This design comes from an exercise in tuning for small area, a short achievable clock period and few clock cycles per item on the open sky130 flow, not from production work. Only simulation tests tie the RTL to the original design; equivalence was not proved.

## S
// julia_render
module julia_render #(
    parameter int H_PIXELS = 64,
    parameter int V_PIXELS = 48,
    parameter int MAX_ITER = 255,
    parameter int FRAC     = 14
) (
    input  logic               clock,
    input  logic               reset,
    input  logic               valid,
    input  logic signed [17:0] c_real,
    input  logic signed [17:0] c_comp,
    input  logic signed [17:0] x,
    input  logic signed [17:0] y,
    input  logic signed [17:0] scale,
    output logic [18:0]        wr_addr,
    output logic [7:0]         wr_data,
    output logic               wr_en,
    input  logic               wr_ready,
    output logic               busy,
    output logic               done
);
    logic [17:0] cr_q, ci_q, scale_q;
    logic [17:0] gr_q, gi_q;
    logic [5:0]  gcol_q, grow_q;
    logic        gdir_q, gdone_q;
    logic        v0_q, p0_q;
    logic [17:0] zr_q, zi_q, s0r_q, s0i_q;
    logic [7:0]  it0_q;
    logic [11:0] a0_q;
    logic        v1_q, p1_q, in1_q, per1_q, cap1_q;
    logic [17:0] s1r_q, s1i_q;
    logic [7:0]  it1_q;
    logic [11:0] a1_q;
    logic [17:0] xha_q, xhb_q;
    logic        xc_q;
    logic [30:0] ya_q, yb_q;
    logic [31:0] ea_q, eb_q;
    logic        ov_q;
    logic [11:0] oa_q;
    logic [7:0]  od_q;
    logic        valid_q, busy_q, run_q, done_q;
    logic [15:0] dr, di;
    assign dr = zr_q[15:0];
    assign di = zi_q[15:0];
    wire t_1;
    wire t_2;
    assign t_1 = (dr[0] & dr[11]) ^ (dr[1] & dr[10]);
    assign t_2 = (dr[0] & dr[11]) & (dr[1] & dr[10]);
    wire t_3;
    wire t_4;
    assign t_3 = (dr[0] & dr[12]) ^ (dr[1] & dr[11]);
    assign t_4 = (dr[0] & dr[12]) & (dr[1] & dr[11]);
    wire t_5;
    wire t_6;
    assign t_5 = (dr[0] & dr[13]) ^ (dr[1] & dr[12]) ^ (dr[2] & dr[11]);
    assign t_6 = ((dr[0] & dr[13]) & (dr[1] & dr[12])) | ((dr[2] & dr[11]) & ((dr[0] & dr[13]) ^ (dr[1] & dr[12])));
    wire t_7;
    wire t_8;
    assign t_7 = (dr[3] & dr[10]) ^ (dr[4] & dr[9]);
    assign t_8 = (dr[3] & dr[10]) & (dr[4] & dr[9]);
    wire t_9;
    wire t_10;
    assign t_9 = (dr[0] & dr[14]) ^ (dr[1] & dr[13]) ^ (dr[2] & dr[12]);
    assign t_10 = ((dr[0] & dr[14]) & (dr[1] & dr[13])) | ((dr[2] & dr[12]) & ((dr[0] & dr[14]) ^ (dr[1] & dr[13])));
    wire t_11;
  ...
clock: 12.0 ns
lec_check: 0
cap_margin: 20
core_margin: 2
core_utilization: 40
slew_margin: 20
run.sh (not shown) runs the stock make flow with config.mk's settings and CLKGATE_MAP_FILE= SYNTH_SCRIPT=/design/flow/synth_recipe.tcl, a recipe that flattens the netlist after the stock synthesis.
The final layout from S, which completed every stage, passed the timing, design-rule and antenna checks at the end of the flow.
Testbench counts of S, summed over its fixed seeds: cycles 1,337,049, pixels 98,304.
What P does differently from S at the input level:
==> flow/flow/run.sh (new file) <==
#!/bin/bash
set -euo pipefail
bash standard.sh SETUP_SLACK_MARGIN=8 finish > standard_make.log 2>&1
==> flow/standard.sh (new file) <==
#!/bin/bash
# synth_recipe.tcl (not shown) runs the flow's synth.tcl, then flattens the netlist and writes it again
# the make line also repeats each setting of config.mk as NAME=value (left out here)
make -C /OpenROAD-flow-scripts/flow DESIGN_CONFIG=/design/flow/config.mk WORK_HOME=/design/flow/orfs CLKGATE_MAP_FILE= SYNTH_SCRIPT=/design/flow/synth_recipe.tcl "${@:-finish}"
removed: flow/run.sh
Results
- P reached the final stage; the timing, design-rule and antenna checks on its layout passed.
- Going from S to P, global-route total usage across every layer rose by 1.3 points; number of ordinary and repair buffers in the finished layout rose by about 80%; count of clock-buffer cells in the layout lost 5.7%.
- P vs S: area occupied by registers up slightly
- A slowest cell on the critical path of sky130_fd_sc_hd__fa_1 is what P shows, while sky130_fd_sc_hd__clkinv_1 belongs to S.
- Lower minimum period implied by the final worst setup slack goes to P over S.
- Comparing S and P, the higher post-route core utilization is on P.
- For the first-pass GRT wire length, P came in 6.0% higher than S did.

========
== rev 12 ==
Another version of the RTL of julia_render (not shown whole).
Size in the first run: ~3200 cells after synthesis, ~120 I/O pins, about 0.032 mm² of cells after synthesis.
==> flow/config.mk <==
export PLATFORM = sky130hd
export DESIGN_NAME = julia_render
export DESIGN_NICKNAME = julia_render
export VERILOG_FILES = /design/flow/design.v
export SDC_FILE = /design/flow/constraint.sdc
export NUM_CORES = 4
export LEC_CHECK = 0
export CAP_MARGIN = 20
export CORE_MARGIN = 2
export CORE_UTILIZATION = 60
export CTS_BUF_LIST = sky130_fd_sc_hd__clkbuf_4 sky130_fd_sc_hd__clkbuf_8
export SLEW_MARGIN = 20
==> flow/constraint.sdc <==
create_clock -name core_clock -period 12.0 [get_ports {clock}]
set_input_delay 2.4000 -clock core_clock [delete_from_list [all_inputs] [get_ports {clock}]]
set_output_delay 2.4000 -clock core_clock [all_outputs]
set_load 0.01 [all_outputs]
standard.sh (not shown) runs the stock make flow with config.mk's settings and CLKGATE_MAP_FILE= SYNTH_SCRIPT=/design/flow/synth_recipe.tcl, a recipe that flattens the netlist after the stock synthesis.
==> flow/flow/run.sh <==
#!/bin/bash
set -euo pipefail
bash standard.sh SETUP_SLACK_MARGIN=8 "BUFFER_PORTS_ARGS=-buffer_cell sky130_fd_sc_hd__buf_1" finish > standard_make.log 2>&1
Testbench counts of rev 12, summed over its fixed seeds: cycles 1,323,491, pixels 98,304.
Changes in rev 13 relative to rev 12:
# rev 12
export LEC_CHECK = 0
export CAP_MARGIN = 20
export CORE_MARGIN = 2
export CORE_UTILIZATION = 60
export CTS_BUF_LIST = sky130_fd_sc_hd__clkbuf_4 sky130_fd_sc_hd__clkbuf_8
export SLEW_MARGIN = 20
create_clock -name core_clock -period 12.0 [get_ports {clock}]
# rev 13
export LEC_CHECK = 0
export CAP_MARGIN = 20
export CORE_MARGIN = 2
export CORE_UTILIZATION = 60
export CTS_BUF_LIST = sky130_fd_sc_hd__clkbuf_4 sky130_fd_sc_hd__clkbuf_8
export CTS_CLUSTER_SIZE = 30
export SLEW_MARGIN = 20
create_clock -name core_clock -period 12.0 [get_ports {clock}]
Findings:
- From rev 13 to rev 12, clock period minus worst slack did not move at all.
- From rev 12 to rev 13, buffer depth of the longest clock path did not move at all.
- From rev 12 to rev 13 the numbers moved as follows: share of synthesized flip-flops with an asynchronous set or reset roughly the same, register-to-register slack roughly the same, met1 demand-to-capacity share in global routing roughly the same.
- Diff rev 12..rev 13 | maximum clock skew at final layout | unchanged
- Rev 13 -> rev 12: worst setup slack delta 0, exact match
- As far as final net count goes, rev 13 and rev 12 are indistinguishable; the numbers are identical.
- Design area essentially unchanged between rev 13 and rev 12.
- Die area delta (rev 12 -> rev 13): insignificant
- Rev 12 -> rev 13: sequential share of layout area flat

========
Starting RTL as in the previous note.
==> flow/design.v (excerpt) <==
module julia_render #(
    parameter int H_PIXELS = 64,
    parameter int V_PIXELS = 48,
    parameter int MAX_ITER = 255,
    parameter int FRAC     = 14
) (
    input  logic               clock,
    input  logic               reset,
    input  logic               valid,
    input  logic signed [17:0] c_real,
    input  logic signed [17:0] c_comp,
    input  logic signed [17:0] x,
    input  logic signed [17:0] y,
    input  logic signed [17:0] scale,
    output logic [18:0]        wr_addr,
    output logic [7:0]         wr_data,
    output logic               wr_en,
    input  logic               wr_ready,
    output logic               busy,
    output logic               done
);
export LEC_CHECK = 0
export CAP_MARGIN = 20
export CORE_MARGIN = 2
export CORE_UTILIZATION = 60
export PLACE_DENSITY = 0.75
export SLEW_MARGIN = 20
create_clock -name core_clock -period 12.0 [get_ports {clock}]
Scripts as last shown in full above: flow/flow/run.sh
The baseline completed without violations.
Testbench counts at the start, summed over its fixed seeds: cycles 1,323,491, pixels 98,304.
Edit:
==> flow/flow/run.sh (replaced) <==
#!/bin/bash
set -euo pipefail
bash standard.sh SETUP_SLACK_MARGIN=8 finish > standard_make.log 2>&1
--- a/flow/config.mk
+++ b/flow/config.mk
@@ -9,4 +9,3 @@
 export CORE_MARGIN = 2
-export CORE_UTILIZATION = 60
-export PLACE_DENSITY = 0.75
+export CORE_UTILIZATION = 40
 export SLEW_MARGIN = 20
Effect: Via count came out lower by about 4.5%; count of clock-buffer cells in the layout came out higher by 3; hold slack improves by 0.0098 ns; worst setup slack improves by 0.023 ns; clock skew came out lower by 0.0096 ns.
Edit:
==> flow/flow/run.sh (replaced) <==
#!/bin/bash
set -euo pipefail
bash standard.sh SETUP_SLACK_MARGIN=8.15 "BUFFER_PORTS_ARGS=-buffer_cell sky130_fd_sc_hd__buf_1" finish > standard_make.log 2>&1
--- a/flow/config.mk
+++ b/flow/config.mk
@@ -9,3 +9,3 @@
 export CORE_MARGIN = 2
-export CORE_UTILIZATION = 40
+export CORE_UTILIZATION = 60
 export SLEW_MARGIN = 20
=> The changed run passed the timing, design-rule and antenna checks; routed wire length came out higher by a few percent; global-route usage is higher by 12 points; sequential share of layout area increases by 0.40 points; non-clock buffer count came out higher by 42.
Edit:
==> flow/flow/run.sh (replaced) <==
#!/bin/bash
set -euo pipefail
bash standard.sh SETUP_SLACK_MARGIN=8 finish > standard_make.log 2>&1
The changed run completed without violations.
Flip-flop and latch count is unchanged.
Worst setup slack got worse by 0.071 ns.
Design area hardly moves.
Clock-buffer cell count is unchanged.
Routed wire length went down by 5.1%.
Area after synthesis does not change.
Non-clock buffer count goes down by 36.

========
## orange
Starting RTL as in the previous note.
Settings: LEC_CHECK=0, CAP_MARGIN=20, CORE_MARGIN=2, CORE_UTILIZATION=60, SLEW_MARGIN=20; clock period 12.0 ns.
==> flow/flow/run.sh <==
#!/bin/bash
set -euo pipefail
bash standard.sh SETUP_SLACK_MARGIN=8 "BUFFER_PORTS_ARGS=-buffer_cell sky130_fd_sc_hd__buf_1" finish > standard_make.log 2>&1
Testbench counts of orange, summed over its fixed seeds: cycles 1,323,491, pixels 98,304.
[inputs] red vs orange
# orange
export LEC_CHECK = 0
export CAP_MARGIN = 20
export CORE_MARGIN = 2
export CORE_UTILIZATION = 60
export SLEW_MARGIN = 20
create_clock -name core_clock -period 12.0 [get_ports {clock}]
# red
export LEC_CHECK = 0
export CAP_MARGIN = 20
export CORE_MARGIN = 2
export CORE_UTILIZATION = 70
export SLEW_MARGIN = 20
create_clock -name core_clock -period 12.0 [get_ports {clock}]
--- outcome ---
red finished every stage and its layout cleared the timing, design-rule and antenna checks.
In the tables for orange and red, maximum fanout along the worst path reads higher with orange.
Shortest period the worst path allows: red > orange
Vias: red more than orange
red: non-clock buffer count 15 below orange

==> port drivers added, routing unchanged <==
The results above use ideal ports. As a check the final layouts listed here were re-extracted and re-timed, cells and wires unchanged. Step 1 sets driving cells, clkbuf_16 on the clock port and buf_2 on the other inputs (assumed; they add their load-dependent delay and slew). Step 2 also shifts input and output timing later by t, the mid clock arrival at the registers, as if the neighbouring blocks saw the same clock. Three values: no drivers, after step 1, after step 2; two values: the first two.
run	t (ns)	setup slack, ns	clock arrival spread, ns	slew at the worst register clock pin (ns)
S	0.676	6.896 / 6.896 / 6.896	0.062 / 0.062	0.07 / 0.07
P	0.687	7.744 / 7.744 / 7.445	0.039 / 0.038	0.07 / 0.07
rev 12	0.713	8.036 / 8.036 / 7.421	0.048 / 0.048	0.07 / 0.07
rev 13	0.713	8.036 / 8.036 / 7.421	0.048 / 0.048	0.07 / 0.07
the first run of note 3	0.672	8.052 / 8.052 / 7.444	0.048 / 0.048	0.07 / 0.07
the second run of note 3	0.664	8.075 / 8.015 / 7.436	0.038 / 0.038	0.07 / 0.07
the third run of note 3	0.668	8.110 / 8.110 / 7.542	0.035 / 0.034	0.07 / 0.07
the fourth run of note 3	0.673	8.039 / 8.006 / 7.406	0.027 / 0.027	0.07 / 0.07
orange	0.671	8.069 / 8.077 / 7.438	0.025 / 0.025	0.06 / 0.06
red	0.655	8.043 / 8.043 / 7.532	0.027 / 0.028	0.07 / 0.07
After both steps setup and hold are still met in every run listed. For the second run of note 3, which loses most, drivers alone change the setup slack by -0.060 ns; drivers and shift together by -0.639 ns.
